Context: an optimization exercise on an open-source flow, tuned for small area. The choices shown serve that exercise and are no tape-out recipe.
The RTL was checked by simulation tests, not by an equivalence proof against the original design.

==> branch quartz <==
==> flow/design.v (excerpt) <==
module macro_stream_out (
   input  logic        clk,
   input  logic        rst,
   input  logic        en,
   input  logic        in_valid,
   input  logic        barrier,
   input  logic [15:0] u_x,
   input  logic [15:0] u_y,
   input  logic [15:0] rho,
   output logic        out_valid,
   input  logic        out_ready,
   output logic [39:0] out_data,
   output logic        frame_done,
   output logic [15:0] frame_count,
   output logic        overflow
);
   localparam int CW = macro_stream_out_pkg::CW;
   localparam int EW = macro_stream_out_pkg::EW;
   logic [9:0]    sq;
   logic          big_x, big_y;
   logic          sat, spec, rneg, m_o, b2_o, spec_o;
   logic [7:0]    inten;
   logic [CW-1:0] c0, c1_q, c2_q, c3_q;
   logic          v1_q, v2_q, v3_q;
   logic [5:0]    x_q, y_q;
   logic          last, fifo_full, fifo_empty, pop;
   logic          frame_done_q, overflow_q;
   logic [15:0]   frame_count_q;
   logic [EW-1:0] rdata;
   macro_stream_out_sq u_sq (.a(u_x[12:0]), .b(u_y[12:0]), .hi(sq));
   always_comb begin
      big_x = ~((&u_x[15:12]) | ~(|u_x[15:12]));
      big_y = ~((&u_y[15:12]) | ~(|u_y[15:12]));
      sat   = big_x | big_y | (|sq[9:8]);
      spec  = barrier | sat;
      inten = barrier ? 8'h00 : (sat ? 8'hFF : sq[7:0]);
      rneg  = rho[15];
      c0[15]    = rneg | spec;
      c0[14]    = inten[7];
      c0[13:7]  = (spec & ~rneg) ? rho[14:8] : inten[6:0];
      c0[6]     = rneg | (~spec & rho[14]);
      c0[5]     = rneg ? spec : rho[13];
      c0[4:0]   = rho[12:8];
   end
   always_ff @(posedge clk) begin
      c1_q <= c0;
      c2_q <= c1_q;
      c3_q <= c2_q;
   end
   assign last = (x_q == 6'd49) && (y_q == 6'd49);
   assign pop  = out_ready & ~fifo_empty;
   always_ff @(posedge clk) begin
      if (rst) begin
         v1_q          <= 1'b0;
         v2_q          <= 1'b0;
         v3_q          <= 1'b0;
         x_q           <= '0;
         y_q           <= '0;
         frame_done_q  <= 1'b0;
         frame_count_q <= '0;
         overflow_q    <= 1'b0;
      end else begin
         v1_q          <= en & in_valid;
         v2_q          <= v1_q;
         v3_q          <= v2_q;
         if (v3_q) begin
            if (x_q == 6'd49) begin
               x_q <= '0;
  ...
clock: 10.0 ns
lec_check: 0
cap_margin: 5
core_margin: 2
core_utilization: 40
cts_buf_list: sky130_fd_sc_hd__clkbuf_8
cts_cluster_diameter: 50
cts_cluster_size: 16
slew_margin: 5
standard.sh (not shown) runs the stock make flow with config.mk's settings and CLKGATE_MAP_FILE= SYNTH_SCRIPT=/design/flow/synth_recipe.tcl, a recipe that flattens the netlist after the stock synthesis.
==> flow/flow/run.sh <==
#!/bin/bash
# Layout flow: the standard synthesis, then a netlist pass that re-chooses full-adder
# polarity to drop inverters (flow/polarity.py), then the standard layout from the
# floorplan on, with the ports buffered by the smallest buffer.
set -euo pipefail
W=$PWD
R=$W/orfs/results/$FLOW_PLATFORM/macro_stream_out/base
bash standard.sh synth > $W/synth.log 2>&1
cp $R/1_2_yosys.v $W/1_2_yosys.standard.v
python3 $W/flow/polarity.py $W/1_2_yosys.standard.v $R/1_2_yosys.v > $W/polarity.log 2>&1
rm -f $R/1_synth.odb $R/1_synth.sdc
bash standard.sh "BUFFER_PORTS_ARGS=-buffer_cell sky130_fd_sc_hd__buf_1" finish > $W/layout.log 2>&1
Other scripts of this flow, unchanged in this note and not shown: flow/flow/polarity.py
==> branch violet (differences from branch quartz) <==
CTS_BUF_LIST = unset   (was sky130_fd_sc_hd__clkbuf_8)
CTS_CLUSTER_DIAMETER = 80   (was 50)
CTS_CLUSTER_SIZE = 30   (was 16)
PLACE_DENSITY = 0.9   (was unset)
==> branch maple (differences from branch quartz) <==
CORE_UTILIZATION = 60   (was 40)
CTS_BUF_LIST = unset   (was sky130_fd_sc_hd__clkbuf_8)
CTS_CLUSTER_DIAMETER = 80   (was 50)
CTS_CLUSTER_SIZE = 30   (was 16)
==> flow_summary_export.csv <==
group,metric,value,unit
worst_setup_path,required,10420,ps
placement,dpl.cell_count,1502,
timing,postLayoutSetupSlackWorst,391,ps
timing,period_needed,9610,ps
cells_and_area,fillCellCount,1851,
routing,vias,9066,
global_route,grt_pass1_vias,9126,
timing,fin_worst_hold_slack,305,ps
floorplan,core,24400,um2
placement,post-dp-hpwl,21000,um
cells_and_area,layout_common_cells,"224 x edfxtp_1, 140 x fa_1, 139 x nand2_1, 94 x buf_1, 89 x dfxtp_1",
cells_and_area,fin_cells,1529,
routing,drt-initial-drc-count,1091,
status,status,"finished clean",
timing,worst_pin_slew,1180,ps
power_and_ir_drop,power_frac_comb,37.7,%
global_route,use_met2,39.4,%
The numbers above come from branch maple.

==> flow_summary_export.csv <==
group,metric,value,unit
cells_and_area,layout_common_cells,"224 x edfxtp_1, 140 x fa_1, 139 x nand2_1, 93 x buf_1, 89 x dfxtp_1",
worst_setup_path,required,10410,ps
timing,fin_worst_hold_slack,325,ps
floorplan,core,36700,um2
routing,vias,9417,
status,status,"finished clean",
timing,worst_pin_slew,1200,ps
placement,dpl.cell_count,1635,
The numbers above come from branch violet.

==> flow_summary_export.csv <==
group,metric,value,unit
worst_setup_path,required,10470,ps
routing,vias,9193,
worst_setup_path,cp_common_cell,"fa_1",
cells_and_area,fillCellCount,3255,
cts,holdBufCountCts,0,
timing,fin_worst_hold_slack,331,ps
cells_and_area,fin_cells,1697,
status,status,"finished clean",
placement,dpl.cell_count,1645,
timing,period_needed,9490,ps
global_route,use_met2,26.4,%
global_route,grt_pass1_vias,9345,
power_and_ir_drop,power.switching,1.09,mW
floorplan,core,36700,um2
power_and_ir_drop,power_frac_comb,36.5,%
placement,post-dp-hpwl,21600,um
timing,worst_pin_slew,1200,ps
The numbers above come from branch quartz.

-- port drivers added, routing unchanged --
How much do the figures lean on ideal ports? The routed layouts below were timed once more, with nothing changed but the port constraints. Step 1, drivers: a clkbuf_16 drives clk and a buf_2 each remaining input, both assumed. Step 2 moves the port delays by t, midway between the first and last clock arrival at a register: inputs arrive t later, outputs are due t later. That takes back most of the time a late clock gives input paths. a / b / c = ideal / step 1 / step 2; a / b = the first two.
| run | t (ns) | slack for setup (ns) | worst setup path at the end | clock arrival spread, ns |
|---|---|---|---|---|
| branch quartz | 0.615 | 0.511 / 0.535 / -0.080 | input to register | 0.029 / 0.029 |
| branch violet | 0.536 | 0.443 / 0.463 / -0.072 | input to register | 0.020 / 0.019 |
| branch maple | 0.532 | 0.391 / 0.415 / -0.116 | input to register | 0.035 / 0.035 |
With both steps, setup timing fails in every run listed, where it was met with ideal ports. The setup slack of branch quartz, which loses most, moves by +0.024 ns with the drivers and by -0.591 ns with both steps.
